From an optimization exercise on the open Yosys and OpenROAD flow, aimed at small area, a short achievable clock period and few clock cycles; shortcuts taken in it are not production practice.
In this exercise RTL edits were held to simulation tests only and were not proved equivalent to the original.
Power figures rest on the tool's default switching activity, not on a simulated workload.

## flow/config.mk

```make
export PLATFORM = sky130hd
export DESIGN_NAME = go_back_n_sender_window
export DESIGN_NICKNAME = go_back_n_sender_window
export VERILOG_FILES = /design/flow/design.v
export SDC_FILE = /design/flow/constraint.sdc
export NUM_CORES = 4
export LEC_CHECK = 0
export CAP_MARGIN = 20
export CORE_MARGIN = 2
export CORE_UTILIZATION = 40
export SETUP_SLACK_MARGIN = 2.0
export SLEW_MARGIN = 20
```

## flow/flow/run.sh

```bash
#!/bin/bash
# Standard layout (the standard.sh, standard synthesis script and steps), with one change:
# ADDER_MAP_FILE is left empty so Yosys does not extract full/half-adder cells and ABC maps
# the arithmetic as ordinary logic. All make/tool output goes to standard_flow.log here;
# ORFS's per-step logs stay under orfs/logs.
set -euo pipefail
bash standard.sh ADDER_MAP_FILE= finish > standard_flow.log 2>&1
```

## flow/standard.sh

```bash
#!/bin/bash
# synth_recipe.tcl (not shown) runs the flow's synth.tcl, then flattens the netlist and writes it again
# the make line also repeats each setting of config.mk as NAME=value (left out here)
make -C /OpenROAD-flow-scripts/flow DESIGN_CONFIG=/design/flow/config.mk WORK_HOME=/design/flow/orfs CLKGATE_MAP_FILE= SYNTH_SCRIPT=/design/flow/synth_recipe.tcl "${@:-finish}"
```

## flow/constraint.sdc

```tcl
create_clock -name core_clock -period 5.5 [get_ports {clk}]
set_input_delay 1.1000 -clock core_clock [delete_from_list [all_inputs] [get_ports {clk}]]
set_output_delay 1.1000 -clock core_clock [all_outputs]
set_load 0.01 [all_outputs]
```

## flow/design.v

```verilog
package gbn_pkg;
    typedef logic [1:0] op_t;
    localparam op_t OP_SEND = 2'd0;
    localparam op_t OP_ACK  = 2'd1;
    localparam op_t OP_TICK = 2'd2;
    localparam op_t OP_NONE = 2'd3;
    typedef logic [2:0] event_t;
    localparam event_t EV_SENT    = 3'd0;
    localparam event_t EV_REFUSED = 3'd1;
    localparam event_t EV_ACK_OK  = 3'd2;
    localparam event_t EV_ACK_IGN = 3'd3;
    localparam event_t EV_RESENT  = 3'd4;
    localparam logic REG_WINDOW  = 1'b0;
    localparam logic REG_TIMEOUT = 1'b1;
    localparam int WIN_W       = 5;
    localparam int TIMEOUT_W   = 20;
    localparam int CFG_W       = 20;
    localparam int SEQ_OUT_W   = 7;
    localparam int SLOT_OUT_W  = 4;
    localparam int TIME_W      = 32;
    localparam int WINDOW_RESET = 10;
    localparam logic [TIMEOUT_W-1:0] TIMEOUT_RESET = 20'd100000;
    typedef struct packed {
        logic   capture;
        logic   time_tick;
        logic   walk_start;
        logic   walk_step;
        logic   do_send;
        logic   ack_release;
        logic   stamp;
        logic   diff_load;
        logic   emit;
        logic   last;
        event_t ev;
    } cmd_t;
    typedef struct packed {
        logic full;
        logic empty;
        logic walk_end;
        logic match;
        logic timeout;
        logic resend_last;
        logic out_free;
    } status_t;
endpackage
module go_back_n_sender_window #(
    parameter int MAX_SLOTS        = 16,
    parameter int SEQUENCE_MODULUS = 127
) (
    input  logic        clk,
    input  logic        rst_n,
    input  logic        cfg_write,
    input  logic        cfg_index,
    input  logic [19:0] cfg_data,
    input  logic        in_valid,
    output logic        in_stall,
    input  logic [1:0]  operation,
    input  logic [6:0]  ack_sequence,
    output logic        out_valid,
    input  logic        out_stall,
    output logic [2:0]  event_res,
    output logic [6:0]  sequence_res,
    output logic [3:0]  slot,
    output logic [3:0]  released_count,
    output logic        last
);
    function automatic logic [21:0] padd(input logic [21:0] a, input logic [21:0] b,
                                         input logic cin);
        logic [21:0] g, p, gg, pp, ng, np, c;
        g  = a & b;
        p  = a ^ b;
        gg = g;
        pp = p;
        for (int d = 1; d < 22; d = d * 2)
        begin
            ng = gg;
            np = pp;
            for (int i = d; i < 22; i++)
            begin
                ng[i] = gg[i] | (pp[i] & gg[i-d]);
                np[i] = pp[i] & pp[i-d];
            end
            gg = ng;
            pp = np;
        end
        c[0] = cin;
        for (int i = 1; i < 22; i++)
            c[i] = gg[i-1] | (pp[i-1] & cin);
        padd = p ^ c;
    endfunction
    function automatic logic ult(input logic [21:0] a, input logic [21:0] b);
        logic [21:0] gg, ee, ng, ne;
        gg = ~a & b;
        ee = ~(a ^ b);
        for (int d = 1; d < 22; d = d * 2)
        begin
            ng = gg;
            ne = ee;
            for (int i = d; i < 22; i++)
            begin
                ng[i] = gg[i] | (ee[i] & gg[i-d]);
                ne[i] = ee[i] & ee[i-d];
            end
            gg = ng;
            ee = ne;
        end
        ult = gg[21];
    endfunction
    function automatic logic [3:0] inc4(input logic [3:0] x);
        logic [21:0] r;
        r = padd({18'd0, x}, 22'd0, 1'b1);
        inc4 = r[3:0];
    endfunction
    function automatic logic [3:0] ring_inc(input logic [3:0] p, input logic [3:0] m1);
        ring_inc = (p == m1) ? 4'd0 : inc4(p);
    endfunction
    function automatic logic [6:0] seq_inc(input logic [6:0] q);
        logic [21:0] r;
        r = padd({15'd0, q}, 22'd0, 1'b1);
        seq_inc = (q == 7'd126) ? 7'd0 : r[6:0];
    endfunction
    logic       e_v;
    logic [1:0] e_op;
    logic [6:0] e_a;
    logic [3:0]  lm1;       
    logic [19:0] tmo;
    logic [3:0]  oldest, newest, cnt;
    logic [6:0]  s, os;     
    logic [19:0] now;
    logic [3:0]  ph_old, ph_new;
    logic [19:0] stamp [16];
    logic [19:0] ost;       
    logic        rs_active;
    logic [3:0]  rem;
    logic        pend;      
    logic        ov;
    logic [2:0]  o_ev;
    logic [6:0]  o_seq;
    logic [3:0]  o_slot, o_rel;
    logic        o_last;
    logic out_free, exec;
    assign out_free = !ov || !out_stall;
    assign exec     = e_v && !rs_active && out_free;
    assign in_stall = e_v && !exec;
    logic is_send, is_ack, is_tick;
    assign is_send = (e_op == 2'd0);
    assign is_ack  = (e_op == 2'd1);
    assign is_tick = (e_op == 2'd2);
    logic full, empty;
    assign full  = (cnt == lm1);
    assign empty = (cnt == 4'd0);
    logic       a_lt_os, a_lt_s, wrap, found;
    assign a_lt_os = ult({15'd0, e_a}, {15'd0, os});
    assign a_lt_s  = ult({15'd0, e_a}, {15'd0, s});
    assign wrap    = ult({15'd0, s}, {15'd0, os});
    assign found   = (e_a != 7'd127) &&
                     (wrap ? (!a_lt_os || a_lt_s) : (!a_lt_os && a_lt_s));
    function automatic logic [3:0] add4(input logic [3:0] x, input logic [3:0] y);
        logic [21:0] r;
        r = padd({18'd0, x}, {18'd0, y}, 1'b0);
        add4 = r[3:0];
    endfunction
    logic [3:0] wd;             
    assign wd = add4(lm1, add4(~oldest, 4'd1));
    function automatic logic [3:0] modl(input logic [3:0] x, input logic [3:0] o,
                                        input logic [3:0] w);
        if (!ult({18'd0, w}, {18'd0, x}))
            modl = add4(o, x);
        else
            modl = add4(x, ~w);
    endfunction
    logic [3:0] nos, x_m, x_0, x_p;
    logic [3:0] slot_m, slot_0, slot_p;
    logic [3:0] d4, k4, ph_idx, ack_slot, ack_next, cnt_new;
    assign nos = add4(~os[3:0], 4'd1);       
    assign x_m = add4(e_a[3:0], ~os[3:0]);   
    assign x_0 = add4(e_a[3:0], nos);        
    assign x_p = add4(x_0, 4'd1);            
    assign slot_m = modl(x_m, oldest, wd);
    assign slot_0 = modl(x_0, oldest, wd);
    assign slot_p = modl(x_p, oldest, wd);
    assign d4       = a_lt_os ? x_m : x_0;
    assign k4       = a_lt_os ? x_0 : x_p;
    assign ack_slot = a_lt_os ? slot_m : slot_0;
    assign ack_next = a_lt_os ? slot_0 : slot_p;
    assign ph_idx   = a_lt_os ? add4(ph_old, x_0) : add4(ph_old, x_p);
    assign cnt_new  = a_lt_os ? add4(cnt, ~x_m) : add4(cnt, ~x_0);    
    logic        n_lt, expired, fire;
    logic [21:0] xo, yo, zo, cs_s, cs_c, wsum;
    assign n_lt  = ult({2'd0, now}, {2'd0, ost});
    assign xo    = {1'b0, n_lt, now};
    assign yo    = {2'b11, ~ost};
    assign zo    = {2'b11, ~tmo};
    assign cs_s  = xo ^ yo ^ zo;
    assign cs_c  = (xo & yo) | (xo & zo) | (yo & zo);
    assign wsum  = padd(cs_s, {cs_c[20:0], 1'b1}, 1'b1);
    assign expired = pend ? (tmo == 20'd0) : !wsum[21];
    assign fire    = is_tick && !empty && expired;
    logic [3:0] lm1_wr;
    always_comb
    begin
        if (cfg_data[4:0] < 5'd2)
            lm1_wr = 4'd1;
        else if (cfg_data[4:0] > 5'd16)
            lm1_wr = 4'd15;
        else
            lm1_wr = 4'(cfg_data[4:0] - 5'd1);
    end
    logic [21:0] now_inc, cnt_up, rem_dn, cnt_m1;
    assign now_inc = padd({2'd0, now}, 22'd0, 1'b1);
    assign cnt_up  = padd({18'd0, cnt}, 22'd0, 1'b1);
    assign rem_dn  = padd({18'd0, rem}, {18'd0, 4'hF}, 1'b0);
    assign cnt_m1  = padd({18'd0, cnt}, {18'd0, 4'hF}, 1'b0);
    always_ff @(posedge clk or negedge rst_n)
    begin
        if (!rst_n)
        begin
            e_v       <= 1'b0;
            lm1       <= 4'd9;
            tmo       <= 20'd100000;
            oldest    <= 4'd0;
            newest    <= 4'd0;
            cnt       <= 4'd0;
            s         <= 7'd0;
            os        <= 7'd0;
            now       <= 20'd0;
            ph_old    <= 4'd0;
            ph_new    <= 4'd0;
            rs_active <= 1'b0;
            pend      <= 1'b0;
            ov        <= 1'b0;
        end
        else
        begin
            if (!in_stall)
                e_v <= in_valid;
            pend <= 1'b0;
            if (out_free)
                ov <= rs_active || (exec && (is_send || is_ack || fire));
            if (rs_active && out_free)
                rs_active <= (rem != 4'd1);
            if (exec)
            begin
                if (is_send && !full)
                begin
                    newest <= ring_inc(newest, lm1);
                    ph_new <= inc4(ph_new);
                    s      <= seq_inc(s);
                    cnt    <= cnt_up[3:0];
                end
                if (is_ack && found)
                begin
                    oldest <= ack_next;
                    ph_old <= ph_idx;
                    os     <= seq_inc(e_a);
                    cnt    <= cnt_new;
                end
                if (is_tick)
                    now <= now_inc[19:0];
                if (fire)
                begin
                    rs_active <= (cnt != 4'd1);
                    pend      <= 1'b1;
                end
            end
            if (cfg_write)
            begin
                if (cfg_index == 1'b0)
                begin
                    lm1    <= lm1_wr;
                    oldest <= 4'd0;
                    newest <= 4'd0;
                    cnt    <= 4'd0;
                    ph_old <= ph_new;
                    os     <= s;
                end
                else
                    tmo <= cfg_data;
            end
        end
    end
    always_ff @(posedge clk)
    begin
        if (!in_stall)
        begin
            e_op <= operation;
            e_a  <= ack_sequence;
        end
        if (pend || empty)
            ost <= now;
        else if (exec && is_ack && found)
            ost <= stamp[ph_idx];
        if (rs_active)
        begin
            if (out_free)
                rem <= rem_dn[3:0];
        end
        else
            rem <= cnt_m1[3:0];
        if (out_free)
        begin
            if (rs_active)
            begin
                o_ev   <= 3'd4;
                o_seq  <= seq_inc(o_seq);
                o_slot <= ring_inc(o_slot, lm1);
                o_rel  <= 4'd0;
                o_last <= (rem == 4'd1);
            end
            else
            begin
                o_last <= 1'b1;
                o_rel  <= 4'd0;
                if (is_send)
                begin
                    o_ev   <= full ? 3'd1 : 3'd0;
                    o_seq  <= full ? 7'd0 : s;
                    o_slot <= full ? 4'd0 : newest;
                end
                else if (is_ack)
                begin
                    o_ev   <= found ? 3'd2 : 3'd3;
                    o_seq  <= e_a;
                    o_slot <= found ? ack_slot : 4'd0;
                    o_rel  <= found ? k4 : 4'd0;
                end
                else
                begin
                    o_ev   <= 3'd4;
                    o_seq  <= os;
                    o_slot <= oldest;
                    o_last <= (cnt == 4'd1);
                end
            end
        end
    end
    always_ff @(posedge clk)
    begin
        for (int i = 0; i < 16; i++)
            if (pend || (ph_new == 4'(i)))
                stamp[i] <= now;
    end
    assign out_valid      = ov;
    assign event_res      = o_ev;
    assign sequence_res   = o_seq;
    assign slot           = o_slot;
    assign released_count = o_rel;
    assign last           = o_last;
endmodule
```

==> flow_summary.yaml, run 1 <==
global_route:
  grt_pass1_vias: 15400
  grt_max_degree: 59
  antenna_found_initial: 1
  overflow: 0
  grt_pass1_wl_um: 95800
  grt_usage_pct: 22.3
setup_path:
  timing.rr.end: "ost[17]"
  crit_path_end_kind: "register"
  critPathLaunchType: "register"
  required_ps: 5850
  r2r_cells: 16
  cp_num_buf_inv: 5
  cpMostUsedCell: "buf_4"
  crit_chain: "buf_4 -> buf_4 -> xnor2_4 -> nor2_4 -> a211oi_4 -> xor3_2 -> o211ai_1 -> buf_4 -> o21ai_4 -> buf_12 -> buf_12 -> a222oi_1 -> nand3_1 -> o22ai_2 -> o21ai_2 -> o221a_2"
  crit_path_max_incr_delay_ps: 460
  path_delay_family: "compound AO/OA/AOI/OAI gates"
  ff2ff_setup_slack_ps: 1860
  crit_path_max_fanout: 12
  critPathKind: "reg2reg"
  cp.arrival_ps: 4000
  crit_path_start: "e_a[1]"
  cp_slowest_cell: "xor3_2"
  rr_startpoint: "e_a[1]"
yosys:
  synth_edf_count: 372
  ys_warn_count: 2
  ys_async_sr_fraction_pct: 18.1
  syn_nets: 1811
  ys_seq_elements: 454
  synth.distinct_cells: 93
  synthFlopType: "edfxtp_1"
  seq_area_frac_synth_pct: 60.6
  avgSynthCellArea_um2: 12.3
  netlist_area_um2: 21800
  synthCells: 1776
cts:
  htree_levels: 2
  cts_root_buffer: "clkbuf_16"
  clk_pin_slew_ps: 60
  cts_buffers: 49
  cts_tree: "yes"
  clockBufferDepth: 3
  clk_latency_ps: 610
  clock-sinks: 454
  cts-hold-fix-buffers: 0
die:
  die_w_um: 238
  start_util_pct: 40.5
  core_um2: 53900
  die_area_um2: 56500
  die_h_um: 238
  ioPinCount: 56
  rows: 85
power:
  power_leakage_nw: 9.13
  p_switching_w: 0.00622
  power_frac_comb_pct: 49.2
  seq_power_share_pct: 29.7
  power_density_nw_per_um2: 589
  switching_share_pct: 39.4
  internal_power_w: 0.00957
  pwr-share-clk_pct: 21.1
  power.total_w: 0.0158
  irDropWorstVdd_uv: 377
sta:
  timing.slew.headroom_pct: 34.8
  slew_viol_final: 0
  setup_viol: 0
  setup_tns_ps: 0
  clock.fmax_mhz: 275
  worst_pin_slew_ps: 978
  timing.final.crit_share_pct: 66.2
  period_needed_ps: 3640
  rsz0062_at_grt: "yes"
  finalClockSkew_ps: 23.2
  final-hold-violation-count: 0
detailed_routing:
  dr.pass1.iters: 7
  wl_per_cell_um: 24.6
  drt_wl_total_um: 65900
  antenna_left: 0
  first_iter_violations: 1902
  vias: 16100
  route.detailed.drc: 0
  vias_per_cell: 6.02
finish:
  syn_to_final_growth_pct: 22.7
  final_cell_mix: "edfxtp_1 (372), buf_4 (136), nand2_1 (120)"
  n_fill_cell: 4616
  drive_gt1_share_pct: 21.6
  stdcell_area_um2: 26800
  antenna_cells: 0
  nets: 1982
  layout_commonest_cell: "edfxtp_1"
placement:
  dp_hpwl_um: 38800
  place.gp.congestion: 0.884
  placedInstanceArea_um2: 23300
  port_buffers: 55
run_status:
  outcome: "timing/DRC/antenna clean"
flow_run:
  cap_viol_max_count: 0
hold_path:
  hold_path.class: "in2async"
## synthesized netlist by cell type (35+ instances only)
cell	count	area, µm²
o21ai_0	83	415
clkbuf_1	73	274
a22oi_1	35	263
a21oi_1	90	450
dfrtp_1	74	1850
maj3_1	41	410
edfxtp_1	372	11200
nor2_1	107	402
xnor2_1	99	867
nand3_1	59	295
a222oi_1	52	521
nand2_1	124	465
inv_1	46	173
xor2_1	46	403
## power groups by stage
stage	Sequential [W]	Clock [W]	Combinational, W
CTS	0.00467	0.00337	0.00681
detailed placement	0.00476	0	0.00585
global placement	0.00475	0	0.00580
floorplan	0.00452	0	0.00392
finish	0.00468	0.00334	0.00777
global route	0.00473	0.00350	0.00822
## routing by layer
| metal | GRT usage, % | vias up | routed length [µm] |
|---|---|---|---|
| met3 | 2.93 | 137 | 4550 |
| met4 | 7.19 | 0 | 1870 |
| met2 | 37.7 | 724 | 32000 |
| li1 | - | 7188 | - |
| met5 | 0 | - | 0 |
| met1 | 29.8 | 8076 | 27600 |
## kinds of logic (layout without fill, tap and decap cells)
logic type	Yosys count	in the layout	synth area share, %
AOI/OAI and AO/OA	478	478	15.6
and+or+nand+nor	447	447	9.92
adders and majority gates	42	42	1.93
buffers and inverters	156	363	2.97
xor gates and xnor gates	154	154	6.71
DFF	454	454	60.6
muxes	45	46	2.27
## flip-flops by register name, indices dropped and copies added (netlist names), 7 cells and up
| name | count |
|---|---|
| ost | 20 |
| o_seq | 7 |
| os | 7 |
| stamp | 320 |
| tmo | 20 |
| e_a | 7 |
| now | 20 |
| s | 7 |
## layout make-up
cell class                 instances  area [µm²]  area share [%]
sequential                       454       13300            49.5
multi-input combinational       1167        8610            32.1
timing repair buffer             227        2250            8.41
clock buffer                      58        1290            4.81
tap                              696         871            3.25
clock inverter                    30         329            1.23
inverter                          48         184           0.686
## repair_timing
action / in CTS / in global routing
buffers inserted: 58 / 56
pin swaps: 39 / 49
endpoints found under the setup margin: 67 / 61
cloned: 3 / 4
endpoints found under the hold margin: 0 / 0
gates resized for setup: 85 / 105
## how the worst max path moves through the flow
stage	cells past startpoint	to	slack, ps
after floorplan	11	now[19]	2030
after global placement	13	now[19]	1100
after detailed placement	13	now[18]	1050
after CTS	13	ost[9]	1890
after global routing	16	ost[17]	1760
final	16	ost[17]	1860
## through the flow
stage / hold slack, ps / setup slack (ps) / utilization, % / cells
4_1_cts: 420 / 1890 / 47.9 / 2620
3_5_place_dp: 541 / 1050 / 43.2 / 2471
2_1_floorplan: 500 / 2030 / - / 1776
6_report: 416 / 1860 / 49.7 / 2680
5_1_grt: 436 / 1760 / 49.7 / 2680
3_3_place_gp: 537 / 1100 / 43.2 / 2471
Testbench counts, summed over its fixed seeds: cycles 8,214.
==> inputs of run 2 (changes only) <==
--- a/flow/config.mk
+++ b/flow/config.mk
@@ -8,5 +8,5 @@
 export CAP_MARGIN = 20
 export CORE_MARGIN = 2
-export CORE_UTILIZATION = 40
+export CORE_UTILIZATION = 70
 export SETUP_SLACK_MARGIN = 2.0
 export SLEW_MARGIN = 20
==> run 2 against run 1 <==
Clock skew up 35 ps. Routed wire length up 4.5%. Sequential share of layout area increased by 1.6 points. Synthesized cell count unchanged. Worst hold slack improved by 140 ps. Critical path type unchanged.
==> flow_summary.yaml, run 2 <==
run_status:
  outcome: "timing/DRC/antenna clean"
die:
  start_util_pct: 71.2
  core_um2: 30700
  die_area_um2: 32600
  ioPinCount: 56
  die_h_um: 181
  die_w_um: 181
  rows: 64
setup_path:
  crit_path_max_fanout: 8
  cp_slowest_cell: "xnor2_1"
  required_ps: 5830
  crit_chain: "and2b_1 -> nor2_4 -> xnor2_1 -> o21ai_0 -> a31oi_2 -> buf_4 -> xnor3_2 -> nor2_4 -> a32oi_1 -> a211oi_2 -> a21oi_2"
  cp.arrival_ps: 4150
  crit_path_end_kind: "register"
  cpMostUsedCell: "nor2_4"
  critPathKind: "reg2reg"
  crit_path_max_incr_delay_ps: 600
  critPathLaunchType: "register"
sta:
  worst_pin_slew_ps: 1020
  period_needed_ps: 3820
  timing.slew.headroom_pct: 31.9
  setup_viol: 0
  timing.final.crit_share_pct: 69.5
  setup_tns_ps: 0
  hold_ws_ps: 557
  finalClockSkew_ps: 58.5
  slew_viol_final: 0
  rsz0062_at_grt: "yes"
  clock.fmax_mhz: 262
  final-hold-violation-count: 0
yosys:
  synth_top_cell_area_share_pct: 51.2
  ys_seq_elements: 454
  seq_area_frac_synth_pct: 60.6
  synth_edf_count: 372
  synthFlopType: "edfxtp_1"
  synth.distinct_cells: 93
  yosysMostFrequentCell: "edfxtp_1"
  ys_async_sr_fraction_pct: 18.1
  yosys-top-cells-area: "edfxtp_1 (51%), dfrtp_1 (8.5%), xnor2_1 (4.0%)"
  syn_nets: 1811
  yosys.area.top_type: "edfxtp_1"
  netlist_area_um2: 21800
  avgSynthCellArea_um2: 12.3
  synth_common_cells: "edfxtp_1 (372), nand2_1 (124), nor2_1 (107)"
  synthCells: 1776
  ys_warn_count: 2
placement:
  dp_hpwl_um: 39200
  place.gp.congestion: 0.940
  dp.cells: 2172
  port_buffers: 55
finish:
  n_fill_cell: 1537
  nets: 1951
  fin_cells: 2349
  layout_commonest_cell: "edfxtp_1"
  top_register: "stamp"
  syn_to_final_growth_pct: 19.0
  drive_gt1_share_pct: 20.0
  final_cell_mix: "edfxtp_1 (372), nand2_1 (120), buf_4 (117)"
  largest_reg_flops: 320
  antenna_cells: 0
cts:
  cts_root_buffer: "clkbuf_16"
  clockBufferDepth: 3
  cts_tree: "yes"
  htree_levels: 2
  cts-hold-fix-buffers: 0
  cts_buffers: 46
  clock-sinks: 454
  clk_pin_slew_ps: 60
  clk_latency_ps: 600
detailed_routing:
  vias: 17300
  drt_wl_total_um: 68900
  wl_per_cell_um: 29.3
  dr.pass1.iters: 9
  route.detailed.drc: 0
  antenna_left: 0
  vias_per_cell: 7.38
  first_iter_violations: 3069
power:
  power_frac_comb_pct: 48.5
  pwr-share-clk_pct: 21.4
  seq_power_share_pct: 30.1
  switching_share_pct: 40.5
  irDropWorstVdd_uv: 555
  power_density_nw_per_um2: 603
  power_leakage_nw: 8.87
  internal_power_w: 0.00932
  p_switching_w: 0.00634
flow_run:
  cap_viol_max_count: 0
global_route:
  overflow: 0
  grt_usage_pct: 40.3
  grt_pass1_vias: 16500
  grt_max_degree: 60
  antenna_found_initial: 1
  grt_pass1_wl_um: 99100
hold_path:
  hold_path.class: "reg2reg"
## run 2: per-layer routing
| metal | vias to the layer above | routed length [µm] | GRT usage, % |
|---|---|---|---|
| li1 | 7121 | - | - |
| met1 | 8270 | 22400 | 50.5 |
| met2 | 1593 | 32500 | 66.2 |
| met3 | 360 | 8920 | 7.48 |
| met4 | 2 | 5050 | 23.8 |
| met5 | - | 13 | 0 |
## run 2: layout make-up
type | count | area [µm²] | area share [%]
inverters | 48 | 184 | 0.708
clock inverters | 27 | 404 | 1.56
repair buffers | 198 | 1840 | 7.08
well taps | 396 | 495 | 1.91
clock buffers | 58 | 1220 | 4.68
flip-flops and latches | 454 | 13300 | 51.0
multi-input cells | 1168 | 8580 | 33.0
## run 2: critical path: cells and delay by family, from the launching register on
kind | cells | cell delay [ps]
compound gates | 5 | 1080
flops | 1 | 460
buf+inv | 1 | 170
xor+xnor | 2 | 920
simple gates | 3 | 950
## run 2: repair_timing
item | in CTS | in global routing
resized for setup | 102 | 75
endpoints found under the setup margin | 69 | 63
cloned | 1 | 4
endpoints found under the hold margin | 0 | 0
pin swaps | 28 | 48
setup buffers | 53 | 34
## run 2: metrics by stage
stage                     cell area, µm²  power (W)  worst slack, ps  util, %
final                              26000     0.0157             1680     84.7
after global routing               26000     0.0161             1540     84.7
after CTS                          25300     0.0146             1900     82.7
after detailed placement           22900     0.0104              986     74.6
after global placement             22900     0.0103             1140     74.6
after floorplan                    21800    0.00845             2030        -
## run 2: cell families after synthesis
family                   after synthesis  synth area share [%]
AO/OA/AOI/OAI                        478                  15.6
multiplexers                          45                  2.27
XOR/XNOR                             154                  6.71
flip-flops                           454                  60.6
buffers and inverters                156                  2.97
AND/OR/NAND/NOR                      447                  9.92
adder cells (fa/ha/maj)               42                  1.93
## run 2: final timing paths
path	startpoint	end	slack (ps)	depth (start not counted)
setup / recovery	e_a[2]	ost[18]	1680	11
setup reg to reg	e_a[2]	ost[18]	1680	11
max in group asynchronous	rst_n	tmo[5]	3970	2
hold reg to reg	tmo[0]	tmo[0]	560	1
min in group asynchronous	rst_n	oldest[0]	620	1
hold / removal	tmo[0]	tmo[0]	560	1
## run 2: power by group through the flow
stage	clock, W	sequential [W]	combinational, W
after global routing	0.00348	0.00475	0.00788
after detailed placement	0	0.00476	0.00569
after CTS	0.00334	0.00468	0.00654
final	0.00335	0.00472	0.00759
after global placement	0	0.00474	0.00557
after floorplan	0	0.00452	0.00392
==> inputs of run 3 (changes only) <==
--- a/flow/design.v
+++ b/flow/design.v
@@ -123,7 +123,11 @@
     logic [1:0] e_op;
     logic [6:0] e_a;
+    logic       e_c;        
+    logic       e_lts;      
+    logic [3:0] e_x0;       
     logic [3:0]  lm1;       
     logic [19:0] tmo;
     logic [3:0]  oldest, newest, cnt;
+    logic [3:0]  wd_n;
     logic [6:0]  s, os;     
     logic [19:0] now;
@@ -151,6 +155,6 @@
     assign empty = (cnt == 4'd0);
     logic       a_lt_os, a_lt_s, wrap, found;
-    assign a_lt_os = ult({15'd0, e_a}, {15'd0, os});
-    assign a_lt_s  = ult({15'd0, e_a}, {15'd0, s});
+    assign a_lt_os = e_c;
+    assign a_lt_s  = e_lts;
     assign wrap    = ult({15'd0, s}, {15'd0, os});
     assign found   = (e_a != 7'd127) &&
@@ -162,5 +166,11 @@
     endfunction
     logic [3:0] wd;             
-    assign wd = add4(lm1, add4(~oldest, 4'd1));
+    function automatic logic [3:0] wmod(input logic [3:0] x, input logic [3:0] w,
+                                        input logic [3:0] m1);
+        if (!ult({18'd0, w}, {18'd0, x}))
+            wmod = add4(w, add4(~x, 4'd1));
+        else
+            wmod = add4(add4(w, m1), add4(~x, 4'd2));
+    endfunction
     function automatic logic [3:0] modl(input logic [3:0] x, input logic [3:0] o,
                                         input logic [3:0] w);
@@ -170,10 +180,9 @@
             modl = add4(x, ~w);
     endfunction
-    logic [3:0] nos, x_m, x_0, x_p;
+    logic [3:0] x_m, x_0, x_p;
     logic [3:0] slot_m, slot_0, slot_p;
     logic [3:0] d4, k4, ph_idx, ack_slot, ack_next, cnt_new;
-    assign nos = add4(~os[3:0], 4'd1);       
-    assign x_m = add4(e_a[3:0], ~os[3:0]);   
-    assign x_0 = add4(e_a[3:0], nos);        
+    assign x_0 = e_x0;                       
+    assign x_m = add4(x_0, 4'hF);            
     assign x_p = add4(x_0, 4'd1);            
     assign slot_m = modl(x_m, oldest, wd);
@@ -184,16 +193,13 @@
     assign ack_slot = a_lt_os ? slot_m : slot_0;
     assign ack_next = a_lt_os ? slot_0 : slot_p;
+    assign wd_n     = a_lt_os ? wmod(x_0, wd, lm1) : wmod(x_p, wd, lm1);
     assign ph_idx   = a_lt_os ? add4(ph_old, x_0) : add4(ph_old, x_p);
     assign cnt_new  = a_lt_os ? add4(cnt, ~x_m) : add4(cnt, ~x_0);    
-    logic        n_lt, expired, fire;
-    logic [21:0] xo, yo, zo, cs_s, cs_c, wsum;
-    assign n_lt  = ult({2'd0, now}, {2'd0, ost});
-    assign xo    = {1'b0, n_lt, now};
-    assign yo    = {2'b11, ~ost};
-    assign zo    = {2'b11, ~tmo};
-    assign cs_s  = xo ^ yo ^ zo;
-    assign cs_c  = (xo & yo) | (xo & zo) | (yo & zo);
-    assign wsum  = padd(cs_s, {cs_c[20:0], 1'b1}, 1'b1);
-    assign expired = pend ? (tmo == 20'd0) : !wsum[21];
+    logic [19:0] ylo;
+    logic        zge;
+    logic        n_lt, g_ge, expired, fire;
+    assign n_lt    = ult({2'd0, now}, {2'd0, ost});
+    assign g_ge    = !ult({2'd0, ylo}, {2'd0, ost});
+    assign expired = pend ? (tmo == 20'd0) : (n_lt ? (zge || g_ge) : (zge && g_ge));
     assign fire    = is_tick && !empty && expired;
     logic [3:0] lm1_wr;
@@ -207,5 +213,20 @@
             lm1_wr = 4'(cfg_data[4:0] - 5'd1);
     end
-    logic [21:0] now_inc, cnt_up, rem_dn, cnt_m1;
+    logic       upd_os, upd_s, c_keep, c_ack, lts_keep, lts_send;
+    logic [6:0] os_ack, s_send;
+    logic [3:0] x0_keep, x0_ack;
+    assign upd_os   = exec && is_ack && found;           
+    assign upd_s    = exec && is_send && !full;          
+    assign os_ack   = seq_inc(e_a);
+    assign s_send   = seq_inc(s);
+    assign c_keep   = ult({15'd0, ack_sequence}, {15'd0, os});
+    assign c_ack    = ult({15'd0, ack_sequence}, {15'd0, os_ack});
+    assign lts_keep = ult({15'd0, ack_sequence}, {15'd0, s});
+    assign lts_send = ult({15'd0, ack_sequence}, {15'd0, s_send});
+    assign x0_keep  = add4(ack_sequence[3:0], add4(~os[3:0], 4'd1));
+    assign x0_ack   = add4(ack_sequence[3:0], add4(~os_ack[3:0], 4'd1));
+    logic [21:0] now_inc, cnt_up, rem_dn, cnt_m1, ylo_inc, ylo_new;
+    assign ylo_inc = padd({2'd0, ylo}, 22'd0, 1'b1);
+    assign ylo_new = padd({2'd0, now}, {2'h3, ~tmo}, 1'b1);
     assign now_inc = padd({2'd0, now}, 22'd0, 1'b1);
     assign cnt_up  = padd({18'd0, cnt}, 22'd0, 1'b1);
@@ -220,4 +241,5 @@
             tmo       <= 20'd100000;
             oldest    <= 4'd0;
+            wd        <= 4'd9;
             newest    <= 4'd0;
             cnt       <= 4'd0;
@@ -246,5 +268,5 @@
                     newest <= ring_inc(newest, lm1);
                     ph_new <= inc4(ph_new);
-                    s      <= seq_inc(s);
+                    s      <= s_send;
                     cnt    <= cnt_up[3:0];
                 end
@@ -252,6 +274,7 @@
                 begin
                     oldest <= ack_next;
+                    wd     <= wd_n;
                     ph_old <= ph_idx;
-                    os     <= seq_inc(e_a);
+                    os     <= os_ack;
                     cnt    <= cnt_new;
                 end
@@ -270,4 +293,5 @@
                     lm1    <= lm1_wr;
                     oldest <= 4'd0;
+                    wd     <= lm1_wr;
                     newest <= 4'd0;
                     cnt    <= 4'd0;
@@ -284,6 +308,19 @@
         if (!in_stall)
         begin
-            e_op <= operation;
-            e_a  <= ack_sequence;
+            e_op  <= operation;
+            e_a   <= ack_sequence;
+            e_c   <= upd_os ? c_ack : c_keep;
+            e_lts <= upd_s ? lts_send : lts_keep;
+            e_x0  <= upd_os ? x0_ack : x0_keep;
+        end
+        if (exec && is_tick)
+        begin
+            ylo <= ylo_inc[19:0];
+            zge <= (now == 20'hFFFFF) ? (tmo == 20'd0) : (zge || (ylo == 20'hFFFFF));
+        end
+        else
+        begin
+            ylo <= ylo_new[19:0];
+            zge <= !ult({2'd0, now}, {2'd0, tmo});
         end
         if (pend || empty)
--- a/flow/config.mk
+++ b/flow/config.mk
@@ -9,4 +9,4 @@
 export CORE_MARGIN = 2
 export CORE_UTILIZATION = 70
-export SETUP_SLACK_MARGIN = 2.0
+export SETUP_SLACK_MARGIN = 2.5
 export SLEW_MARGIN = 20
==> run 3 against run 2 <==
Register-to-register slack improved by 470 ps. Worst hold slack got worse by 110 ps. Clock power rose by 3%. Power rose by 37%. Via count rose by 13%. Utilization rose by 0.23 points. Critical path depth did not move. Sequential cell count rose by 31. Largest cell class unchanged. Global-route usage fell by 0.50 points. Clock skew fell by 1.2 ps. First-iteration DRC count rose by 8.4%. Synthesized cell count rose by 21%. Highest routed layer is now met4.
==> flow_summary.yaml, run 3 <==
yosys:
  synthFlopType: "edfxtp_1"
  synth_edf_count: 378
  synth.distinct_cells: 78
  ys_seq_elements: 485
  synthCells: 2145
  avgSynthCellArea_um2: 11.2
  synth_top_cell_area_share_pct: 47.3
  yosysMostFrequentCell: "edfxtp_1"
  yosys-top-cells-area: "edfxtp_1 (47%), dfrtp_1 (7.9%), xnor2_1 (4.6%)"
  ys_warn_count: 2
  syn_nets: 2180
  netlist_area_um2: 24000
  seq_area_frac_synth_pct: 58.0
  synth_common_cells: "edfxtp_1 (378), nand2_1 (187), a21oi_1 (152)"
  yosys.area.top_type: "edfxtp_1"
  ys_async_sr_fraction_pct: 17.7
finish:
  syn_to_final_growth_pct: 18.9
  final_cell_mix: "edfxtp_1 (378), nand2_1 (183), a21oi_1 (142)"
  top_register: "stamp"
  n_fill_cell: 1692
  fin_cells: 2744
  stdcell_area_um2: 28500
  nets: 2292
  fin_util_pct: 84.9
  layout_commonest_cell: "edfxtp_1"
  antenna_cells: 0
  largest_reg_flops: 320
  drive_gt1_share_pct: 18.5
power:
  power_density_nw_per_um2: 753
  irDropWorstVdd_uv: 558
  power_leakage_nw: 10.2
setup_path:
  required_ps: 5840
  timing.rr.end: "ost[18]"
  ff2ff_setup_slack_ps: 2150
  crit_end: "ost[18]"
  crit_path_start: "e_x0[1]"
  cp_slowest_cell: "or4_4"
  crit_path_max_incr_delay_ps: 550
  crit_path_end_kind: "register"
  rr_startpoint: "e_x0[1]"
  cp.arrival_ps: 3690
  crit_path_max_fanout: 10
  crit_chain: "buf_6 -> xor2_2 -> a21oi_1 -> a31o_2 -> nor2_4 -> buf_4 -> a22oi_1 -> nand2_1 -> or4_4 -> o22ai_2 -> o21ai_1"
  critPathLaunchType: "register"
  r2r_cells: 11
  critPathKind: "reg2reg"
cts:
  htree_levels: 2
  cts_root_buffer: "clkbuf_16"
  cts_buffers: 48
  clockBufferDepth: 3
  clock-sinks: 485
  cts-hold-fix-buffers: 0
  cts_tree: "yes"
  clk_latency_ps: 640
  clk_pin_slew_ps: 60
sta:
  worst_pin_slew_ps: 1200
  timing.final.crit_share_pct: 60.9
  setup_viol: 0
  finalClockSkew_ps: 57.3
  hold_ws_ps: 452
  setup_tns_ps: 0
  period_needed_ps: 3350
  final-hold-violation-count: 0
  clock.fmax_mhz: 299
  slew_viol_final: 0
  rsz0062_at_grt: "yes"
  timing.slew.headroom_pct: 19.8
hold_path:
  hold_path.class: "in2async"
detailed_routing:
  vias: 19700
  route.detailed.drc: 0
  antenna_left: 0
  drt_wl_total_um: 76000
  wl_per_cell_um: 27.7
  dr.pass1.iters: 8
  vias_per_cell: 7.17
  first_iter_violations: 3327
die:
  rows: 67
  die_w_um: 189
  ioPinCount: 56
  die_h_um: 189
  core_um2: 33600
  start_util_pct: 71.4
  die_area_um2: 35800
placement:
  place.gp.congestion: 0.917
  dp_hpwl_um: 41900
  dp.cells: 2542
  placedInstanceArea_um2: 24900
  port_buffers: 55
global_route:
  overflow: 0
  antenna_found_initial: 2
  use_met3_pct: 8.97
  grt_max_degree: 54
  met1_usage_pct: 55.7
  grt.met2_usage_pct: 61.3
  grt_pass1_wl_um: 108000
  grt_usage_pct: 39.8
  grt_busiest_layer: "met2"
  grt_pass1_vias: 18300
flow_run:
  cap_viol_max_count: 0
run_status:
  outcome: "timing/DRC/antenna clean"
[run 3: metal layers]
layer	wire length [µm]	up-vias
met2	34300	1703
met1	26800	9443
li1	-	8186
met4	4090	0
met3	10800	355
met5	0	-
[run 3: power breakdown]
part	internal [W]	switching [W]
Sequential	0.00527	0.00101
Clock	0.00197	0.00149
Combinational	0.00479	0.00698
[run 3: cell type report]
type | count | area [µm²] | area share (%)
Sequential cell | 485 | 14000 | 49.0
Multi-Input combinational cell | 1453 | 10100 | 35.4
Timing Repair Buffer | 197 | 1990 | 6.96
Clock buffer | 64 | 1300 | 4.56
Tap cell | 448 | 561 | 1.96
Clock inverter | 25 | 334 | 1.17
Inverter | 72 | 285 | 0.999
[run 3: through the flow]
step / total power (W) / worst slack (ps)
3_3_place_gp: 0.0142 / 1530
3_5_place_dp: 0.0145 / 1530
6_report: 0.0215 / 2150
5_1_grt: 0.0221 / 2130
4_1_cts: 0.0196 / 2280
2_1_floorplan: 0.0117 / 2230
[run 3: worst min path at each step]
stage	from	end	slack [ps]	cells past startpoint
6_report	rst_n	e_v	450	1
5_1_grt	rst_n	e_v	490	1
4_1_cts	rst_n	e_v	460	1
3_5_place_dp	rs_active	ov	540	2
3_3_place_gp	ylo[0]	ylo[0]	520	1
2_1_floorplan	ylo[0]	ylo[0]	490	1
[run 3: cell families after synthesis]
family | Yosys count | synth area share [%]
AOI/OAI and AO/OA | 548 | 15.0
xor gates and xnor gates | 184 | 6.77
adders and majority gates | 44 | 1.86
buffers and inverters | 209 | 3.36
DFF | 485 | 58.0
muxes | 52 | 2.30
and+or+nand+nor | 623 | 12.7
[run 3: timing repair]
item,in CTS,in global routing
setup buffers,58,47
gates resized for setup,150,101
setup endpoints to repair,74,74
pin swaps,32,46
gates cloned,5,3
[run 3: worst max-delay path: cells and delay by family, from the launching register on]
family                 cells  cell delay (ps)
flip-flops                 1              450
buffers and inverters      2              390
AO/OA/AOI/OAI              5             1200
AND/OR/NAND/NOR            3              780
XOR/XNOR                   1              230
Testbench counts of run 3, summed over its fixed seeds: cycles 8,214.
==> inputs of run 4 (changes only) <==
--- a/flow/design.v
+++ b/flow/design.v
@@ -127,5 +127,5 @@
     logic [3:0] e_x0;       
     logic [3:0]  lm1;       
-    logic [19:0] tmo;
+    logic        tz;        
     logic [3:0]  oldest, newest, cnt;
     logic [3:0]  wd_n;
@@ -201,5 +201,5 @@
     assign n_lt    = ult({2'd0, now}, {2'd0, ost});
     assign g_ge    = !ult({2'd0, ylo}, {2'd0, ost});
-    assign expired = pend ? (tmo == 20'd0) : (n_lt ? (zge || g_ge) : (zge && g_ge));
+    assign expired = pend ? tz : (n_lt ? (zge || g_ge) : (zge && g_ge));
     assign fire    = is_tick && !empty && expired;
     logic [3:0] lm1_wr;
@@ -228,5 +228,5 @@
     logic [21:0] now_inc, cnt_up, rem_dn, cnt_m1, ylo_inc, ylo_new;
     assign ylo_inc = padd({2'd0, ylo}, 22'd0, 1'b1);
-    assign ylo_new = padd({2'd0, now}, {2'h3, ~tmo}, 1'b1);
+    assign ylo_new = padd({2'd0, now}, {2'h3, ~cfg_data}, 1'b1);    
     assign now_inc = padd({2'd0, now}, 22'd0, 1'b1);
     assign cnt_up  = padd({18'd0, cnt}, 22'd0, 1'b1);
@@ -239,5 +239,7 @@
             e_v       <= 1'b0;
             lm1       <= 4'd9;
-            tmo       <= 20'd100000;
+            tz        <= 1'b0;
+            ylo       <= 20'hE7960;     
+            zge       <= 1'b0;
             oldest    <= 4'd0;
             wd        <= 4'd9;
@@ -280,5 +282,9 @@
                 end
                 if (is_tick)
+                begin
                     now <= now_inc[19:0];
+                    ylo <= ylo_inc[19:0];
+                    zge <= (now == 20'hFFFFF) ? tz : (zge || (ylo == 20'hFFFFF));
+                end
                 if (fire)
                 begin
@@ -300,5 +306,9 @@
                 end
                 else
-                    tmo <= cfg_data;
+                begin
+                    tz  <= (cfg_data == 20'd0);
+                    ylo <= ylo_new[19:0];
+                    zge <= !ylo_new[20];
+                end
             end
         end
@@ -314,14 +324,4 @@
             e_x0  <= upd_os ? x0_ack : x0_keep;
         end
-        if (exec && is_tick)
-        begin
-            ylo <= ylo_inc[19:0];
-            zge <= (now == 20'hFFFFF) ? (tmo == 20'd0) : (zge || (ylo == 20'hFFFFF));
-        end
-        else
-        begin
-            ylo <= ylo_new[19:0];
-            zge <= !ult({2'd0, now}, {2'd0, tmo});
-        end
         if (pend || empty)
             ost <= now;
--- a/flow/config.mk
+++ b/flow/config.mk
@@ -9,4 +9,6 @@
 export CORE_MARGIN = 2
 export CORE_UTILIZATION = 70
+export CTS_CLUSTER_DIAMETER = 100
+export CTS_CLUSTER_SIZE = 25
 export SETUP_SLACK_MARGIN = 2.5
 export SLEW_MARGIN = 20
==> run 4 against run 3 <==
Critical path depth grew 3. Synthesized area down 2.6%. Sequential share of layout area up 0.72 points. First-iteration DRC count increased by 2.8%. Largest power group unchanged. Highest routed layer is now met5.
==> flow_summary.yaml, run 4 <==
run_status:
  outcome: "timing/DRC/antenna clean"
power:
  seq_power_share_pct: 40.1
  irDropWorstVdd_uv: 395
  p_switching_w: 0.00470
  power_leakage_nw: 10.0
  power.total_w: 0.0120
  pwr-share-clk_pct: 15.8
  internal_power_w: 0.00729
  power_density_nw_per_um2: 438
  power_frac_comb_pct: 44.2
  switching_share_pct: 39.2
global_route:
  grt_pass1_wl_um: 106000
  grt_usage_pct: 39.6
  antenna_found_initial: 2
  grt_pass1_vias: 18100
  grt_max_degree: 54
  overflow: 0
yosys:
  avgSynthCellArea_um2: 11.4
  synth_edf_count: 378
  seq_area_frac_synth_pct: 58.1
  yosys.area.top_type: "edfxtp_1"
  ys_warn_count: 2
  synth-adder-area-share_pct: 2.24
  ys_seq_elements: 466
  syn_nets: 2086
  synth.distinct_cells: 100
  ys_async_sr_fraction_pct: 18.9
  netlist_area_um2: 23400
  yosys-mux-area-fraction_pct: 0.883
  synthFlopType: "edfxtp_1"
  yosysMostFrequentCell: "edfxtp_1"
  synth_top_family_by_area: "compound AO/OA/AOI/OAI gates"
  synth-simple-area-share_pct: 11.9
  synth_common_cells: "edfxtp_1 (378), nand2_1 (158), nor2_1 (132)"
  synth-compound-area-share_pct: 16.1
  synth_top_cell_area_share_pct: 48.6
  synth_xor_area_share_pct: 7.16
  yosys-top-cells-area: "edfxtp_1 (49%), dfrtp_1 (7.9%), xnor2_1 (4.7%)"
  synthCells: 2051
sta:
  rsz0062_at_grt: "yes"
  timing.final.crit_share_pct: 65.0
  final-hold-violation-count: 0
  period_needed_ps: 3570
  slew_viol_final: 0
  finalClockSkew_ps: 41.6
  finalWorstSetupSlack_ps: 1930
  setup_viol: 0
  timing.slew.headroom_pct: 20.4
  setup_tns_ps: 0
  clock.fmax_mhz: 280
  worst_pin_slew_ps: 1190
placement:
  place.gp.congestion: 0.914
  placedInstanceArea_um2: 24300
  dp_hpwl_um: 40800
  port_buffers: 55
  place_worst_setup_slack_ps: 1130
  dp.cells: 2455
cts:
  cts-hold-fix-buffers: 0
  cts_tree: "yes"
  htree_levels: 1
  cts_buffers: 22
  clock-sinks: 466
  cts_root_buffer: "clkbuf_16"
  clockBufferDepth: 3
  clk_latency_ps: 590
  clk_pin_slew_ps: 100
detailed_routing:
  dr.pass1.iters: 9
  wl_per_cell_um: 28.0
  drt_wl_total_um: 74200
  vias_per_cell: 7.28
  vias: 19300
  first_iter_violations: 3420
  antenna_left: 0
  route.detailed.drc: 0
finish:
  largest_reg_flops: 320
  syn_to_final_growth_pct: 17.2
  nets: 2228
  stdcell_area_um2: 27400
  top_register: "stamp"
  seqCellArea_um2: 13600
  layout_commonest_cell: "edfxtp_1"
  drive_gt1_share_pct: 21.3
  fin_cells: 2652
  n_fill_cell: 1714
  final_cell_mix: "edfxtp_1 (378), buf_4 (152), nand2_1 (150)"
  multi_input_area_um2: 9990
setup_path:
  crit_path_max_fanout: 6
  crit_path_start: "e_x0[0]"
  critPathLaunchType: "register"
  crit_path_end_kind: "register"
  r2r_cells: 14
  rr_startpoint: "e_x0[0]"
  cp.arrival_ps: 3920
  ff2ff_setup_slack_ps: 1930
  required_ps: 5850
  crit_end: "ost[10]"
  critPathKind: "reg2reg"
  timing.rr.end: "ost[10]"
die:
  core_um2: 32700
  die_h_um: 187
  start_util_pct: 71.5
  die_w_um: 187
  rows: 66
  die_area_um2: 34900
  ioPinCount: 56
flow_run:
  cap_viol_max_count: 0
hold_path:
  hold_path.class: "in2async"
[run 4: kinds of logic (layout without fill, tap and decap cells)]
group,count (synthesis),count (layout)
AOI/OAI and AO/OA,561,561
xor gates and xnor gates,183,184
adders and majority gates,51,52
buffers and inverters,204,356
DFF,466,466
muxes,19,19
other,0,2
and+or+nand+nor,567,570
[run 4: timing repair]
action / 4_1_cts / 5_1_grt
endpoints found under the setup margin: 83 / 45
gates resized for setup: 230 / 98
setup buffers: 97 / 49
pin swaps: 82 / 59
gates cloned: 8 / 2
[run 4: power by group through the flow]
stage | combinational, W | clock (W) | sequential (W)
after floorplan | 0.00259 | 0 | 0.00463
after global placement | 0.00347 | 0 | 0.00485
after detailed placement | 0.00358 | 0 | 0.00487
after CTS | 0.00463 | 0.00184 | 0.00476
after global routing | 0.00549 | 0.00198 | 0.00485
final | 0.00530 | 0.00189 | 0.00481
[run 4: area by class of cell]
| class | count | share of cell area, % |
|---|---|---|
| antenna | 2 | 0.0183 |
| clock buffer | 37 | 2.22 |
| clock inverter | 2 | 0.0914 |
| inverter | 71 | 1.00 |
| multi-input combinational | 1386 | 36.5 |
| sequential | 466 | 49.7 |
| tap | 442 | 2.02 |
| timing repair buffer | 246 | 8.46 |
[run 4: worst min path at each step]
stage / startpoint / to
6_report: rst_n / oldest[2]
3_3_place_gp: rs_active / ov
3_5_place_dp: rem[3] / rs_active
5_1_grt: rst_n / newest[2]
2_1_floorplan: tz / tz
4_1_cts: rst_n / oldest[0]
[run 4: layer usage]
metal | up-vias | global-route usage, % | wire (µm)
met4 | 2 | 18.1 | 4110
li1 | 7996 | - | -
met1 | 9276 | 54.2 | 26400
met3 | 356 | 10.2 | 10400
met2 | 1666 | 60.1 | 33300
met5 | - | 0.412 | 13
[run 4: stage by stage]
step / utilization (%) / hold slack, ps
floorplan: - / 471
global placement: 74.3 / 541
detailed placement: 74.3 / 569
CTS: 81.3 / 526
global route: 83.7 / 546
finish: 83.8 / 497
[run 4: critical path, cell delays in order (launching register included)]
cell and delay (ps):
edfxtp_1 550, buf_6 180, nand2_2 130, a31oi_4 210
xnor3_2 320, buf_12 160, and2_4 150, buf_12 150
buf_4 140, buf_6 120, a221oi_2 450, a21oi_1 80
a221o_1 320, a2111oi_4 290, o21ai_1 90
Testbench counts of run 4, summed over its fixed seeds: cycles 8,214.
==> inputs of run 5 (changes only) <==
--- a/flow/design.v
+++ b/flow/design.v
@@ -126,4 +126,5 @@
     logic       e_lts;      
     logic [3:0] e_x0;       
+    logic [3:0] e_p0;       
     logic [3:0]  lm1;       
     logic        tz;        
@@ -194,5 +195,5 @@
     assign ack_next = a_lt_os ? slot_0 : slot_p;
     assign wd_n     = a_lt_os ? wmod(x_0, wd, lm1) : wmod(x_p, wd, lm1);
-    assign ph_idx   = a_lt_os ? add4(ph_old, x_0) : add4(ph_old, x_p);
+    assign ph_idx   = a_lt_os ? e_p0 : add4(e_p0, 4'd1);
     assign cnt_new  = a_lt_os ? add4(cnt, ~x_m) : add4(cnt, ~x_0);    
     logic [19:0] ylo;
@@ -323,4 +324,5 @@
             e_lts <= upd_s ? lts_send : lts_keep;
             e_x0  <= upd_os ? x0_ack : x0_keep;
+            e_p0  <= upd_os ? add4(ph_idx, x0_ack) : add4(ph_old, x0_keep);
         end
         if (pend || empty)
--- a/flow/config.mk
+++ b/flow/config.mk
@@ -9,6 +9,4 @@
 export CORE_MARGIN = 2
 export CORE_UTILIZATION = 70
-export CTS_CLUSTER_DIAMETER = 100
-export CTS_CLUSTER_SIZE = 25
 export SETUP_SLACK_MARGIN = 2.5
 export SLEW_MARGIN = 20
==> run 5 against run 4 <==
Critical path depth shrank 1. Combinational power down 38%. Worst hold slack improved by 89 ps. Utilization decreased by 1.2 points. Non-clock buffer count down 72. Critical path type is now in2reg. Register-to-register slack improved by 460 ps. Clock power is 67% higher. Final cell count is 4.4% lower. First-iteration DRC count decreased by 38%. Clock skew fell by 19 ps. Setup slack improved by 440 ps.
==> flow_summary.yaml, run 5 <==
global_route:
  antenna_found_initial: 0
  grt_usage_pct: 36.6
  grt_pass1_wl_um: 94800
  overflow: 0
  grt_max_degree: 60
  grt_pass1_vias: 16600
die:
  start_util_pct: 71.3
  core_um2: 32600
  rows: 66
  die_w_um: 186
  die_area_um2: 34700
  ioPinCount: 56
  die_h_um: 186
yosys:
  yosysMostFrequentCell: "edfxtp_1"
  synthFlopType: "edfxtp_1"
  yosys-top-cells-area: "edfxtp_1 (49%), dfrtp_1 (8.0%), xnor2_1 (5.1%)"
  ys_async_sr_fraction_pct: 18.7
  ys_warn_count: 2
  seq_area_frac_synth_pct: 58.9
  synth_top_cell_area_share_pct: 49.3
  synth_common_cells: "edfxtp_1 (382), nand2_1 (146), xnor2_1 (136)"
  synth.distinct_cells: 90
  synth_edf_count: 382
  avgSynthCellArea_um2: 11.9
  syn_nets: 1994
  synthCells: 1959
  ys_seq_elements: 470
  yosys.area.top_type: "edfxtp_1"
  netlist_area_um2: 23200
cts:
  htree_levels: 2
  clock-sinks: 470
  clockBufferDepth: 3
  cts-hold-fix-buffers: 0
  clk_latency_ps: 590
  cts_root_buffer: "clkbuf_16"
  cts_buffers: 47
  cts_tree: "yes"
  clk_pin_slew_ps: 60
finish:
  syn_to_final_growth_pct: 15.8
  layout_commonest_cell: "edfxtp_1"
  final_cell_mix: "edfxtp_1 (382), nand2_1 (142), xnor2_1 (125)"
  nets: 2088
  fin_util_pct: 82.5
  drive_gt1_share_pct: 19.1
  seqCellArea_um2: 13700
  multi_input_area_um2: 9310
  n_fill_cell: 1806
  top_register: "stamp"
  antenna_cells: 0
  largest_reg_flops: 320
sta:
  setup_tns_ps: 0
  clock.fmax_mhz: 319
  timing.final.crit_share_pct: 56.9
  final-hold-violation-count: 0
  setup_viol: 0
  worst_pin_slew_ps: 1140
  period_needed_ps: 3130
  finalClockSkew_ps: 22.9
  timing.slew.headroom_pct: 24.2
  rsz0062_at_grt: "yes"
  slew_viol_final: 0
run_status:
  outcome: "timing/DRC/antenna clean"
power:
  power_density_nw_per_um2: 421
  power_leakage_nw: 9.47
  irDropWorstVdd_uv: 351
setup_path:
  cp_slowest_cell: "or4_4"
  ff2ff_setup_slack_ps: 2390
  path_delay_family: "simple AND/OR/NAND/NOR gates"
  crit_path_end_kind: "register"
  critPathLaunchType: "primary input"
  crit_path_max_incr_delay_ps: 520
  cp_num_buf_inv: 3
  required_ps: 6010
  crit_path_max_fanout: 4
  timing.rr.end: "ylo[18]"
  rr_startpoint: "rs_active"
  crit_chain: "buf_8 -> a21o_4 -> buf_6 -> or4_4 -> nor4_4 -> nand4_1 -> buf_6 -> nor4_4 -> and3_4 -> nand3_2 -> xnor2_1 -> nand2_1 -> o21ai_1"
  critPathKind: "in2reg"
  r2r_cells: 12
  cp.arrival_ps: 3640
detailed_routing:
  vias_per_cell: 6.84
  dr.pass1.iters: 6
  first_iter_violations: 2111
  drt_wl_total_um: 64400
  antenna_left: 0
  wl_per_cell_um: 25.4
  vias: 17300
  route.detailed.drc: 0
placement:
  port_buffers: 55
  dp_hpwl_um: 36700
  place.gp.congestion: 0.868
flow_run:
  cap_viol_max_count: 0
hold_path:
  hold_path.class: "in2async"
run 5: cells by family (layout without fill, tap and decap cells):
logic type	count (synthesis)	count (layout)	share of synthesized area, %
xor+xnor	197	197	7.42
simple gates	489	494	10.3
mux	38	38	1.81
fa+ha+maj	64	64	2.87
buf+inv	213	340	3.72
compound gates	488	489	15.0
flops	470	470	58.9
run 5: worst max path at each step:
stage	from	end	slack [ps]	depth (start not counted)
6_report	out_stall	ylo[18]	2370	13
5_1_grt	out_stall	ylo[18]	2230	13
2_1_floorplan	ack_sequence[1]	e_lts	2280	11
3_3_place_gp	ack_sequence[0]	e_lts	1290	11
3_5_place_dp	ack_sequence[0]	e_lts	1210	11
4_1_cts	out_stall	ylo[18]	2370	13
run 5: stage by stage:
stage / power [W] / cells / setup WS [ps] / instance area, µm² / hold WS, ps
detailed placement: 0.00774 / 2346 / 1210 / 24100 / 565
global route: 0.0117 / 2534 / 2230 / 26900 / 630
global placement: 0.00765 / 2345 / 1290 / 24100 / 549
CTS: 0.0111 / 2482 / 2370 / 26200 / 577
finish: 0.0113 / 2534 / 2370 / 26900 / 586
floorplan: 0.00687 / 1959 / 2280 / 23400 / 470
run 5: metal layers:
metal	wire, µm	vias up	global-route usage (%)	part of all wire [%]
met3	6060	220	5.20	9.4
li1	-	7534	-	-
met5	0	-	0	0
met1	23500	8452	48.3	37
met2	31200	1114	60.1	48
met4	3580	0	18.5	5.6
run 5: final cells by class:
class / count / share of cell area [%]
inverter: 78 / 1.09
timing repair buffer: 174 / 5.71
clock buffer: 63 / 4.63
multi-input combinational: 1282 / 34.6
sequential: 470 / 51.0
clock inverter: 25 / 0.906
tap: 442 / 2.05
run 5: repair_timing:
action	4_1_cts	5_1_grt
buffers inserted	42	50
pin swaps	22	46
gates resized for setup	103	78
cloned	6	1
setup endpoints to repair	108	73
run 5: where the power goes:
part	total (W)	internal, W	switching, W
combinational	0.00331	0.00136	0.00195
sequential	0.00488	0.00444	0.000446
clock	0.00315	0.00175	0.00140
Testbench counts of run 5, summed over its fixed seeds: cycles 8,214.
==> inputs of run 6 (changes only) <==
--- a/flow/config.mk
+++ b/flow/config.mk
@@ -9,4 +9,6 @@
 export CORE_MARGIN = 2
 export CORE_UTILIZATION = 70
+export CTS_CLUSTER_DIAMETER = 100
+export CTS_CLUSTER_SIZE = 25
 export SETUP_SLACK_MARGIN = 2.5
 export SLEW_MARGIN = 20
==> run 6 against run 5 <==
Die area unchanged. Final cell count down 2.5%. Worst hold slack got worse by 19 ps. Maximum frequency grew 0.24%. Global-route usage is 1.7 points lower. Cell area decreased by 3.6%. Utilization fell by 3.0 points. Setup slack better by 7.4 ps. Routed wire length is 5.1% lower. Clock skew grew 14 ps.
==> flow_summary.yaml, run 6 <==
sta:
  finalWorstSetupSlack_ps: 2380
  timing.final.crit_share_pct: 56.8
  worst_pin_slew_ps: 1140
  slew_viol_final: 0
  setup_viol: 0
  period_needed_ps: 3120
  timing.slew.headroom_pct: 24.1
  finalClockSkew_ps: 37.3
  final-hold-violation-count: 0
  setup_tns_ps: 0
  clock.fmax_mhz: 320
  rsz0062_at_grt: "yes"
power:
  power_density_nw_per_um2: 385
  power_leakage_nw: 8.98
  irDropWorstVdd_uv: 417
yosys:
  netlist_area_um2: 23200
  ys_warn_count: 2
  synthFlopType: "edfxtp_1"
  ys_async_sr_fraction_pct: 18.7
  synth.distinct_cells: 90
  yosysMostFrequentCell: "edfxtp_1"
  ys_seq_elements: 470
  yosys.area.top_type: "edfxtp_1"
  syn_nets: 1994
  synthCells: 1959
  synth_common_cells: "edfxtp_1 (382), nand2_1 (146), xnor2_1 (136)"
  yosys-top-cells-area: "edfxtp_1 (49%), dfrtp_1 (8.0%), xnor2_1 (5.1%)"
  synth_edf_count: 382
  avgSynthCellArea_um2: 11.9
  seq_area_frac_synth_pct: 58.9
  synth_top_cell_area_share_pct: 49.3
finish:
  fin_util_pct: 79.6
  final_cell_mix: "edfxtp_1 (382), nand2_1 (143), nor2_1 (127)"
  drive_gt1_share_pct: 16.5
  layout_commonest_cell: "edfxtp_1"
  top_register: "stamp"
  n_fill_cell: 1981
  nets: 2049
  antenna_cells: 0
  multi_input_area_um2: 9310
  syn_to_final_growth_pct: 11.6
  seqCellArea_um2: 13700
  largest_reg_flops: 320
cts:
  cts_buffers: 22
  cts_tree: "yes"
  clockBufferDepth: 3
  cts-hold-fix-buffers: 0
  clk_latency_ps: 580
  htree_levels: 1
  clk_pin_slew_ps: 100
  cts_root_buffer: "clkbuf_16"
  clock-sinks: 470
hold_path:
  hold_path.class: "in2async"
global_route:
  grt_usage_pct: 34.9
  grt_pass1_vias: 15900
  grt_pass1_wl_um: 91300
  antenna_found_initial: 0
  grt_max_degree: 60
  overflow: 0
placement:
  dp_hpwl_um: 36700
  place.gp.congestion: 0.868
  place_worst_setup_slack_ps: 1210
  port_buffers: 55
die:
  start_util_pct: 71.3
  rows: 66
  core_um2: 32600
  die_h_um: 186
  ioPinCount: 56
  die_area_um2: 34700
  die_w_um: 186
flow_run:
  cap_viol_max_count: 0
run_status:
  outcome: "timing/DRC/antenna clean"
setup_path:
  required_ps: 5980
  critPathLaunchType: "primary input"
  crit_path_end_kind: "register"
  crit_path_max_fanout: 4
  critPathKind: "in2reg"
  cp.arrival_ps: 3600
detailed_routing:
  vias: 16800
  wl_per_cell_um: 24.7
  first_iter_violations: 2048
  drt_wl_total_um: 61100
  antenna_left: 0
  vias_per_cell: 6.80
  dr.pass1.iters: 6
  route.detailed.drc: 0
==> run 6: cell counts after synthesis <==
Identical to the previous run, type by type.
==> run 6: kinds of logic after synthesis <==
kind of cell | Yosys count | share of synthesized area, %
XOR/XNOR | 197 | 7.42
flip-flops | 470 | 58.9
adder cells (fa/ha/maj) | 64 | 2.87
AO/OA/AOI/OAI | 488 | 15.0
AND/OR/NAND/NOR | 489 | 10.3
buffers and inverters | 213 | 3.72
multiplexers | 38 | 1.81
==> run 6: metrics by stage <==
stage / instances / total power, W / hold WS [ps] / cell area, µm²
after detailed placement: 2346 / 0.00774 / 565 / 24100
after floorplan: 1959 / 0.00687 / 470 / 23400
final: 2471 / 0.0100 / 567 / 26000
after global placement: 2345 / 0.00765 / 549 / 24100
after global routing: 2471 / 0.0104 / 605 / 26000
after CTS: 2423 / 0.00977 / 586 / 25300
==> run 6: worst max-delay path, stage by stage <==
cell and delay, ps:
buf_8 100, a21o_4 230, buf_12 130, or4_4 510, nor4_4 320, nand4_1 160, buf_6 150, nor4_4 240
and3_4 270, buf_6 100, xnor2_2 100, nand2_1 70, o31a_1 120
==> run 6: where the power goes <==
part	internal (W)	leakage [nW]	switching [W]
Sequential	0.00443	4.58	0.000428
Clock	0.000785	0.310	0.00110
Combinational	0.00136	4.09	0.00191
Total	0.00657	8.98	0.00343
==> run 6: metal layers <==
metal	up-vias	GRT usage [%]	wire length (µm)
li1	7457	-	-
met3	166	3.74	4870
met2	914	58.8	30000
met4	0	15.3	2900
met5	-	0	0
met1	8272	46.7	23400
==> run 6: area by class of cell <==
class	instances	share of cell area [%]
Inverter	78	1.13
Clock buffer	37	2.38
Sequential cell	470	52.9
Clock inverter	2	0.135
Timing Repair Buffer	159	5.42
Tap cell	442	2.13
Multi-Input combinational cell	1283	35.9
==> run 6: final timing paths <==
kind | startpoint | endpoint | slack [ps] | cells after the start
min in group core_clock | rem[3] | rs_active | 600 | 2
max in group asynchronous | rst_n | os[1] | 3810 | 2
worst min-delay path | rst_n | ylo[16] | 570 | 1
worst min register to register | rem[3] | rs_active | 600 | 2
worst max register to register | rs_active | ylo[16] | 2420 | 12
worst max-delay path | out_stall | ylo[16] | 2380 | 13
==> run 6: repair_timing <==
| action | CTS | global route |
|---|---|---|
| buffers inserted | 31 | 47 |
| resized for setup | 90 | 76 |
| gates cloned | 7 | 1 |
| pin swaps | 18 | 35 |
| setup endpoints to repair | 107 | 50 |

[port drivers added, routing unchanged]
In the flow no input, the clock included, has a driving cell. The finished layouts below were timed again as built, in two steps. Step 1 sets driving cells, clkbuf_16 on the clock port and buf_2 on the other inputs (assumed; they add their load-dependent delay and slew). Step 2 adds t to the input delays and takes it off the output delays; t is the mean of the earliest and latest rising clock arrival at the registers after step 1. Input paths then give back, and output paths get back, about the clock's delay inside the block. Three values: ideal, step 1, step 2; two values: the first two.
| run | t, ns | setup WS [ns] | worst setup path after step 2 | cell pins on the clock port's net |
|---|---|---|---|---|
| run 1 | 0.651 | 1.858 / 1.858 / 1.525 | input to register | 1 |
| run 2 | 0.629 | 1.680 / 1.680 / 1.475 | input to register | 1 |
| run 3 | 0.665 | 2.150 / 2.150 / 2.071 | input to register | 1 |
| run 4 | 0.633 | 1.927 / 1.927 / 1.833 | input to register | 1 |
| run 5 | 0.629 | 2.369 / 2.383 / 1.754 | input to register | 1 |
| run 6 | 0.622 | 2.377 / 2.392 / 1.770 | input to register | 1 |
After both steps every run listed still meets setup and hold. The setup slack of run 5, which loses most, moves by +0.014 ns with the drivers and by -0.615 ns with both steps.
